Background: an optimization exercise with open tools, aiming at small area, a short achievable clock period and few clock cycles per item. Do not read the settings as production practice. Only simulation tests tie the RTL to the original design; equivalence was not proved. Power figures rest on the tool's default switching activity, not on a simulated workload.

===== flow/design.v =====
package bspmc_pkg;
  localparam int SocW    = 24;
  localparam int CountW  = 18;
  localparam int VoltW   = 13;
  localparam int SStepW  = 16;
  localparam int CStepW  = 10;
  localparam int ModeW   = 8;
  localparam int SwW     = 7;
  localparam int OpW     = 3;
  localparam int CfgIdxW = 3;
  localparam int CfgDatW = 24;
  localparam int InDatW  = 80;
  localparam int OutDatW = 64;
  localparam logic [SocW-1:0] SOC_ONE = 24'd8388608;
  localparam logic [OpW-1:0] OP_PULSE    = 3'd0;
  localparam logic [OpW-1:0] OP_TICK     = 3'd1;
  localparam logic [OpW-1:0] OP_SET_MODE = 3'd2;
  localparam logic [OpW-1:0] OP_RESTORE  = 3'd3;
  localparam logic [OpW-1:0] OP_INIT_SOC = 3'd4;
  localparam logic [OpW-1:0] OP_ACK      = 3'd5;
  localparam logic [ModeW-1:0] MODE_DETUMBLE  = 8'd0;
  localparam logic [ModeW-1:0] MODE_CRITICAL  = 8'd1;
  localparam logic [ModeW-1:0] MODE_SURVIVAL  = 8'd2;
  localparam logic [ModeW-1:0] MODE_LOW_POWER = 8'd3;
  localparam logic [ModeW-1:0] MODE_IDLE      = 8'd4;
  localparam logic [ModeW-1:0] MODE_NORMAL    = 8'd5;
  localparam logic [ModeW-1:0] MODE_NONE      = 8'd255;
  localparam logic [CfgIdxW-1:0] REG_CRIT_TH     = 3'd0;
  localparam logic [CfgIdxW-1:0] REG_SURV_TH     = 3'd1;
  localparam logic [CfgIdxW-1:0] REG_LOWPWR_TH   = 3'd2;
  localparam logic [CfgIdxW-1:0] REG_CHARGED_MV  = 3'd3;
  localparam logic [CfgIdxW-1:0] REG_SOC_STEP    = 3'd4;
  localparam logic [CfgIdxW-1:0] REG_CHARGE_STEP = 3'd5;
  localparam logic [CfgIdxW-1:0] REG_CAPACITY    = 3'd6;
  localparam logic [SocW-1:0]   RST_CRIT_TH     = 24'd2097152;
  localparam logic [SocW-1:0]   RST_SURV_TH     = 24'd2516582;
  localparam logic [SocW-1:0]   RST_LOWPWR_TH   = 24'd3355443;
  localparam logic [VoltW-1:0]  RST_CHARGED_MV  = 13'd7100;
  localparam logic [SStepW-1:0] RST_SOC_STEP    = 16'd1526;
  localparam logic [CStepW-1:0] RST_CHARGE_STEP = 10'd25;
  localparam logic [CountW-1:0] RST_CAPACITY    = 18'd129600;
  typedef struct packed {
    logic [VoltW-1:0]  voltage_mv;
    logic              charge_dir;
    logic [ModeW-1:0]  mode_value;
    logic [15:0]       mode_primary;
    logic [15:0]       mode_redundant;
    logic [SocW-1:0]   soc_init;
    logic [OpW-1:0]    opcode;
  } in_item_t;
  function automatic logic [SwW-1:0] load_pattern(input logic [ModeW-1:0] m);
    logic [SwW-1:0] p;
    unique case (m)
      MODE_DETUMBLE:  p = 7'h03;
      MODE_CRITICAL:  p = 7'h00;
      MODE_SURVIVAL:  p = 7'h05;
      MODE_LOW_POWER: p = 7'h0F;
      MODE_IDLE:      p = 7'h0D;
      MODE_NORMAL:    p = 7'h1F;
      default:        p = 7'h00;
    endcase
    load_pattern = p;
  endfunction
endpackage
module battery_soc_power_mode_controller
(
  input  logic                clk,
  input  logic                rst,
  input  logic                s_tvalid,
  output logic                s_tready,
  input  logic [bspmc_pkg::OpW-1:0]      s_tuser,    
  input  logic [bspmc_pkg::InDatW-1:0]   s_tdata,
  output logic                m_tvalid,
  input  logic                m_tready,
  output logic [bspmc_pkg::OutDatW-1:0]  m_tdata,
  input  logic                cfg_valid,
  output logic                cfg_ready,
  input  logic [bspmc_pkg::CfgIdxW-1:0]  cfg_index,
  input  logic [bspmc_pkg::CfgDatW-1:0]  cfg_data
);
  logic [bspmc_pkg::SocW-1:0]   crit_th;
  logic [bspmc_pkg::SocW-1:0]   surv_th;
  logic [bspmc_pkg::SocW-1:0]   lowpwr_th;
  logic [bspmc_pkg::VoltW-1:0]  charged_mv;
  logic [bspmc_pkg::SStepW-1:0] soc_step;
  logic [bspmc_pkg::CStepW-1:0] charge_step;
  logic [bspmc_pkg::CountW-1:0] capacity;
  logic [bspmc_pkg::ModeW-1:0]  current_mode, current_mode_next;
  logic [bspmc_pkg::ModeW-1:0]  applied_mode, applied_mode_next;
  logic [bspmc_pkg::SwW-1:0]    switch_pattern, switch_pattern_next;
  logic [bspmc_pkg::SocW-1:0]   soc_est, soc_est_next;
  logic [bspmc_pkg::CountW-1:0] charge_total, charge_total_next;
  logic              updated;
  logic              in_valid;
  bspmc_pkg::in_item_t          in_item;
  logic              advance;
  logic [bspmc_pkg::CountW:0]   count_sum;
  logic [bspmc_pkg::SocW:0]     soc_sum;
  logic [bspmc_pkg::ModeW-1:0]  tick_mode;
  assign cfg_ready = 1'b1;
  assign advance  = in_valid && (!m_tvalid || m_tready);
  assign s_tready = !in_valid || advance;
  always_ff @(posedge clk) begin
    if (rst) begin
      crit_th     <= bspmc_pkg::RST_CRIT_TH;
      surv_th     <= bspmc_pkg::RST_SURV_TH;
      lowpwr_th   <= bspmc_pkg::RST_LOWPWR_TH;
      charged_mv  <= bspmc_pkg::RST_CHARGED_MV;
      soc_step    <= bspmc_pkg::RST_SOC_STEP;
      charge_step <= bspmc_pkg::RST_CHARGE_STEP;
      capacity    <= bspmc_pkg::RST_CAPACITY;
    end else if (cfg_valid && cfg_ready) begin
      unique case (cfg_index)
        bspmc_pkg::REG_CRIT_TH:     crit_th     <= cfg_data;
        bspmc_pkg::REG_SURV_TH:     surv_th     <= cfg_data;
        bspmc_pkg::REG_LOWPWR_TH:   lowpwr_th   <= cfg_data;
        bspmc_pkg::REG_CHARGED_MV:  charged_mv  <= cfg_data[bspmc_pkg::VoltW-1:0];
        bspmc_pkg::REG_SOC_STEP:    soc_step    <= cfg_data[bspmc_pkg::SStepW-1:0];
        bspmc_pkg::REG_CHARGE_STEP: charge_step <= cfg_data[bspmc_pkg::CStepW-1:0];
        bspmc_pkg::REG_CAPACITY:    capacity    <= cfg_data[bspmc_pkg::CountW-1:0];
        default: ;   
      endcase
    end
  end
  always_ff @(posedge clk) begin
    if (rst) begin
      in_valid <= 1'b0;
    end else if (s_tready) begin
      in_valid <= s_tvalid;
    end
  end
  always_ff @(posedge clk) begin
    if (s_tvalid && s_tready) begin
      in_item.opcode         <= s_tuser;
      in_item.charge_dir     <= s_tdata[0];
      in_item.voltage_mv     <= s_tdata[13:1];
      in_item.mode_value     <= s_tdata[21:14];
      in_item.mode_primary   <= s_tdata[37:22];
      in_item.mode_redundant <= s_tdata[53:38];
      in_item.soc_init       <= s_tdata[77:54];
    end
  end
  assign count_sum = {1'b0, charge_total} + {{(bspmc_pkg::CountW+1-bspmc_pkg::CStepW){1'b0}}, charge_step};
  assign soc_sum   = {1'b0, soc_est} + {{(bspmc_pkg::SocW+1-bspmc_pkg::SStepW){1'b0}}, soc_step};
  always_comb begin
    priority if (soc_est < crit_th) begin
      tick_mode = bspmc_pkg::MODE_CRITICAL;
    end else if (soc_est < surv_th) begin
      tick_mode = bspmc_pkg::MODE_SURVIVAL;
    end else if (soc_est < lowpwr_th) begin
      tick_mode = bspmc_pkg::MODE_LOW_POWER;
    end else begin
      tick_mode = current_mode;
    end
  end
  always_comb begin
    current_mode_next   = current_mode;
    applied_mode_next   = applied_mode;
    switch_pattern_next = switch_pattern;
    soc_est_next        = soc_est;
    charge_total_next   = charge_total;
    updated             = 1'b0;
    unique case (in_item.opcode)
      bspmc_pkg::OP_PULSE: begin
        if (in_item.charge_dir) begin
          charge_total_next = (count_sum > {1'b0, capacity}) ? capacity
                                                             : count_sum[bspmc_pkg::CountW-1:0];
          soc_est_next = (soc_sum > {1'b0, bspmc_pkg::SOC_ONE}) ? bspmc_pkg::SOC_ONE : soc_sum[bspmc_pkg::SocW-1:0];
        end else begin
          charge_total_next = (charge_total > {{(bspmc_pkg::CountW-bspmc_pkg::CStepW){1'b0}}, charge_step})
                            ? charge_total - {{(bspmc_pkg::CountW-bspmc_pkg::CStepW){1'b0}}, charge_step}
                            : '0;
          if (in_item.voltage_mv > charged_mv) begin
            soc_est_next = bspmc_pkg::SOC_ONE;
          end else begin
            soc_est_next = (soc_est > {{(bspmc_pkg::SocW-bspmc_pkg::SStepW){1'b0}}, soc_step})
                         ? soc_est - {{(bspmc_pkg::SocW-bspmc_pkg::SStepW){1'b0}}, soc_step}
                         : '0;
          end
        end
      end
      bspmc_pkg::OP_TICK: begin
        current_mode_next = tick_mode;
        if (tick_mode != applied_mode) begin
          if (tick_mode <= bspmc_pkg::MODE_NORMAL) begin
            switch_pattern_next = bspmc_pkg::load_pattern(tick_mode);
            updated             = 1'b1;
          end
          applied_mode_next = tick_mode;
        end
      end
      bspmc_pkg::OP_SET_MODE: current_mode_next = in_item.mode_value;
      bspmc_pkg::OP_RESTORE: begin
        current_mode_next = (in_item.mode_primary == in_item.mode_redundant)
                          ? in_item.mode_primary[bspmc_pkg::ModeW-1:0] : bspmc_pkg::MODE_IDLE;
      end
      bspmc_pkg::OP_INIT_SOC: soc_est_next = (in_item.soc_init > bspmc_pkg::SOC_ONE) ? bspmc_pkg::SOC_ONE : in_item.soc_init;
      bspmc_pkg::OP_ACK:      applied_mode_next = current_mode;
      default: ;   
    endcase
  end
  always_ff @(posedge clk) begin
    if (rst) begin
      current_mode   <= bspmc_pkg::MODE_LOW_POWER;
      applied_mode   <= bspmc_pkg::MODE_NONE;
      switch_pattern <= '0;
      soc_est        <= '0;
      charge_total   <= bspmc_pkg::RST_CAPACITY;
      m_tvalid       <= 1'b0;
    end else begin
      if (advance) begin
        current_mode   <= current_mode_next;
        applied_mode   <= applied_mode_next;
        switch_pattern <= switch_pattern_next;
        soc_est        <= soc_est_next;
        charge_total   <= charge_total_next;
        m_tvalid       <= 1'b1;
      end else if (m_tready) begin
        m_tvalid <= 1'b0;
      end
    end
  end
  always_ff @(posedge clk) begin
    if (advance) begin
      m_tdata <= {{(bspmc_pkg::OutDatW-59){1'b0}},
                  charge_total_next,
                  soc_est_next,
                  updated,
                  switch_pattern_next,
                  (current_mode_next != applied_mode_next),
                  current_mode_next};
    end
  end
endmodule

===== flow/run.sh =====
#!/bin/bash
# synth_recipe.tcl (not shown) runs the flow's synth.tcl, then flattens the netlist and writes it again
# the make line also repeats each setting of config.mk as NAME=value (left out here)
make -C /OpenROAD-flow-scripts/flow DESIGN_CONFIG=/design/flow/config.mk WORK_HOME=/design/flow/orfs CLKGATE_MAP_FILE= SYNTH_SCRIPT=/design/flow/synth_recipe.tcl finish

===== flow/config.mk =====
export PLATFORM = sky130hd
export DESIGN_NAME = battery_soc_power_mode_controller
export DESIGN_NICKNAME = battery_soc_power_mode_controller
export VERILOG_FILES = /design/flow/design.v
export SDC_FILE = /design/flow/constraint.sdc
export NUM_CORES = 4
export LEC_CHECK = 0
export CAP_MARGIN = 20
export CORE_MARGIN = 2
export CORE_UTILIZATION = 40
export PLACE_DENSITY = 0.6
export SLEW_MARGIN = 20

===== flow/constraint.sdc =====
create_clock -name core_clock -period 5.0 [get_ports {clk}]
set_input_delay 1.0000 -clock core_clock [delete_from_list [all_inputs] [get_ports {clk}]]
set_output_delay 1.0000 -clock core_clock [all_outputs]
set_load 0.01 [all_outputs]

==> reports/metrics.csv <==
stage,metric,value,unit
run_status,outcome,timing/DRC/antenna clean,
global_routing,grt_start_max_net_pins,125,
route,wl,59870,µm
sta,period_minus_slack,4.735,ns
clock_tree,holdBufCountCts,0,
critical_path,path_class,reg2reg,
route,met3_length,2571,µm
placement,detailed_place_hpwl,44450,µm
finish,utilization,0.4834,
sta,tightest_slew,1.036,ns
min_path,min_path_cells,2,
yosys,yosys_register_bits,336,
global_routing,grt_pass1_wl,92400,µm
floorplan,row_count,81,
placement,pre_cts_ws,-0.2464,ns
finish,areaGrowthSynthToFinish,19.97,%
yosys,avgSynthCellArea,8.724,µm²
yosys,async_flop_share,0,
route,met2_length,28180,µm
yosys,yosys_warnings,1,
clock_tree,clockBufferDepth,3,
finish,drive_gt1_frac,0.08005,
route,vias_per_cell,5.502,
sta,hold_viol_final,0,
critical_path,r2r_slack,0.27,ns
clock_tree,clk_pin_slew,0.06,ns
critical_path,rr_startpoint,charge_step[0]$_SDFFE_PP1P_,
critical_path,rr_endpoint,m_tdata[50]$_DFFE_PP_,
global_routing,grt_antenna_before_repair,0,
yosys,ys_types,88,
clock_tree,cts_sinks,336,
sta,maxSlewViolCount,0,
critical_path,cpPeakStageDelay,0.34,ns
pwr,peakVddDrop,0.0002275,V
critical_path,startpoint_type,register,
route,antenna_left,0,
floorplan,ioPinCount,182,
global_routing,overflow,0,
critical_path,rr_worst_depth,23,
floorplan,start_util,0.4030,
yosys,ys_top_cells_by_count,"338 x nand2_1, 196 x dfxtp_1, 188 x a21oi_1",
yosys,synth_edf_count,140,
global_routing,track_usage,0.2339,
critical_path,path_max_fanout,5,
route,met1_length,26980,µm
placement,io_buffer_count,173,
route,top_layer_used,met4,
yosys,netlist.area_leader.share,0.2145,
yosys,syn_area,0.01960,mm²
route,drc,0,
critical_path,cp_cell_sequence,ha_2 > inv_1 > fa_2 > o21ba_2 > o21ai_2 > a21oi_2 > o21ai_2 > a31oi_1 > o21ai_2 > nand3_2 > xnor2_2 > ha_1 > a21o_1 > a21o_1 > a21o_1 > a21o_1 > a221oi_2 > o21ai_2 > a31oi_4 > buf_6 > mux2i_1 > o32a_1 > o21ai_0,
route,via_count,16824,
sta,fin_crit_sh,0.9469,
sta,clock.fmax,0.2112,GHz
clock_tree,clk_latency,0.57,ns
floorplan,dieHeight,225.4,µm
job,maxCapViolCount,0,
yosys,synth_ff_type,dfxtp_1,
pwr,p_leak,9.342,nW
critical_path,cp_slowest_cell,fa_2,
yosys,synth_most_common_cell,nand2_1,
clock_tree,cts-root-buf,clkbuf_16,
clock_tree,cts_buffers,40,
pwr,p_per_area,304.6,mW/mm²
sta,setup_viol,0,
sta,fin_ws,0.2655,ns
min_path,hold_end,lowpwr_th[10]$_SDFFE_PP0P_,
critical_path,critPathLaunch,charge_step[0]$_SDFFE_PP1P_,
sta,clock_skew,0.02100,ns
yosys,synth_top_area_cell,edfxtp_1,
clock_tree,cts_tree,done,
route,firstDrtPassIters,5,
global_routing,grt_pass1_vias,16158,
critical_path,cp.required,5.31,ns
sta,relSlewSlack,0.3092,
clock_tree,htreeDepth,2,
yosys,yosysSeqAreaShare,0.4146,
pwr,power,7.164,mW
yosys,netlist_instances,2247,
placement,place_congestion,0.9322,
critical_path,cp.arrival,5.04,ns
min_path,min_path_type,reg2reg,
yosys,synth_area_leaders,"edfxtp_1 21%, dfxtp_1 20%, ha_1 9.7%",
route,wl_per_cell,19.58,µm
floorplan,die-area,0.05079,mm²
critical_path,cp-end-kind,register,
sta,whs,0.4528,ns
finish,nNetsFinal,2675,
floorplan,fp.dieW,225.4,µm
route,drt-initial-drc-count,1281,
min_path,holdCritStartpoint,lowpwr_th[10]$_SDFFE_PP0P_,
finish,antennaDiodeCount,0,
floorplan,core_area,0.04865,mm²
-- kinds of logic (layout without fill, tap and decap cells) --
logic type / after synthesis / in the layout / synth area share
other: 2 / 6 / 0.0003831
AO/OA/AOI/OAI: 573 / 574 / 0.1938
flip-flops: 336 / 336 / 0.4146
XOR/XNOR: 74 / 74 / 0.03306
adder cells (fa/ha/maj): 156 / 156 / 0.1011
multiplexers: 29 / 29 / 0.01538
buffers and inverters: 309 / 493 / 0.06217
AND/OR/NAND/NOR: 768 / 768 / 0.1795
-- repair_timing --
item	CTS	global route
setup endpoints to repair	36	36
pin swaps	5	11
buffers inserted	1	2
gates cloned	0	1
gates resized for setup	10	17
-- through the flow --
step | setup TNS [ns] | instances | area (µm²)
3_3_place_gp | -2.647 | 2980 | 22070
2_1_floorplan | 0 | 2251 | 19630
4_1_cts | 0 | 3055 | 23420
3_5_place_dp | -4.975 | 2980 | 22070
5_1_grt | -0.01030 | 3058 | 23520
6_report | 0 | 3058 | 23520
-- layout by cell type, fill, tap and decap left out, drive strengths merged, types with 36 or more instances in the layout --
| cell type | Yosys | routed |
|---|---|---|
| a211o | 36 | 36 |
| clkbuf | 102 | 59 |
| o21ai | 101 | 101 |
| nor3 | 41 | 41 |
| dfxtp | 196 | 196 |
| clkdlybuf4s50 | 0 | 172 |
| nand2 | 338 | 338 |
| nor2 | 182 | 182 |
| a21oi | 190 | 190 |
| xnor2 | 54 | 54 |
| buf | 23 | 63 |
| inv | 182 | 185 |
| ha | 152 | 152 |
| edfxtp | 140 | 140 |
-- layout make-up --
type,count,area [µm²]
Sequential cell,336,8129
Inverter,184,693.2
Fill cell,4678,25130
Multi-Input combinational cell,1607,10410
Timing Repair Buffer,235,2202
Clock inverter,15,145.1
Tap cell,622,778.2
Clock buffer,59,1164
-- sequential cells by signal, indices dropped and copies added, names as in the netlist, 10 cells and up --
register      flops
in_item          81
m_tdata          59
crit_th          24
lowpwr_th        24
soc_est          24
surv_th          24
capacity         18
charge_total     18
soc_step         16
charged_mv       13
charge_step      10
-- routing by layer --
layer  vias to the layer above  track usage
li1                       8246            -
met1                      8032       0.3126
met2                       440       0.3913
met3                       106      0.02947
met4                         0      0.07819
met5                         -            0
-- power breakdown --
part	internal (mW)	switching [mW]
combinational	0.497	0.670
clock	1.72	1.19
sequential	2.98	0.103
total	5.20	1.96
-- how the worst max path moves through the flow --
stage                                        to  cells past startpoint
after floorplan           m_tdata[47]$_DFFE_PP_                     22
after global routing      m_tdata[51]$_DFFE_PP_                     24
final                     m_tdata[50]$_DFFE_PP_                     23
after CTS                 m_tdata[51]$_DFFE_PP_                     25
after detailed placement  m_tdata[58]$_DFFE_PP_                     22
after global placement    m_tdata[57]$_DFFE_PP_                     22
-- worst max-delay path, delay by kind of cell (launching register included) --
family	cells	cell delay [ns]
XOR/XNOR	1	0.17
adder cells (fa/ha/maj)	3	0.84
flip-flops	1	0.33
AO/OA/AOI/OAI	15	2.57
AND/OR/NAND/NOR	1	0.11
buffers and inverters	2	0.22
multiplexers	1	0.21
Testbench counts, summed over its fixed seeds: cycles 12,016, items 12,000.

-- afterwards: timing with drivers on the ports --
The results above use ideal ports. As a check the final layout listed here was re-extracted and re-timed, cells and wires unchanged.
Step 1 assumes that a clkbuf_16 drives the clock port and a buf_2 every other input.
Step 2 times the ports against the registers' clock, not the clock port: input delays grow and output delays shrink by t, the midpoint of the rising clock arrivals with the driver on.
Slacks: ideal / step 1 / step 2; pairs: ideal / step 1.
t (ns): 0.613
setup WS [ns]: 0.265 / 0.265 / 0.265
hold WS [ns]: 0.453 / 0.453 / 0.453
After both steps this run still meets setup and hold. For this run, drivers alone change the setup slack by 0.000 ns; drivers and shift together by 0.000 ns.
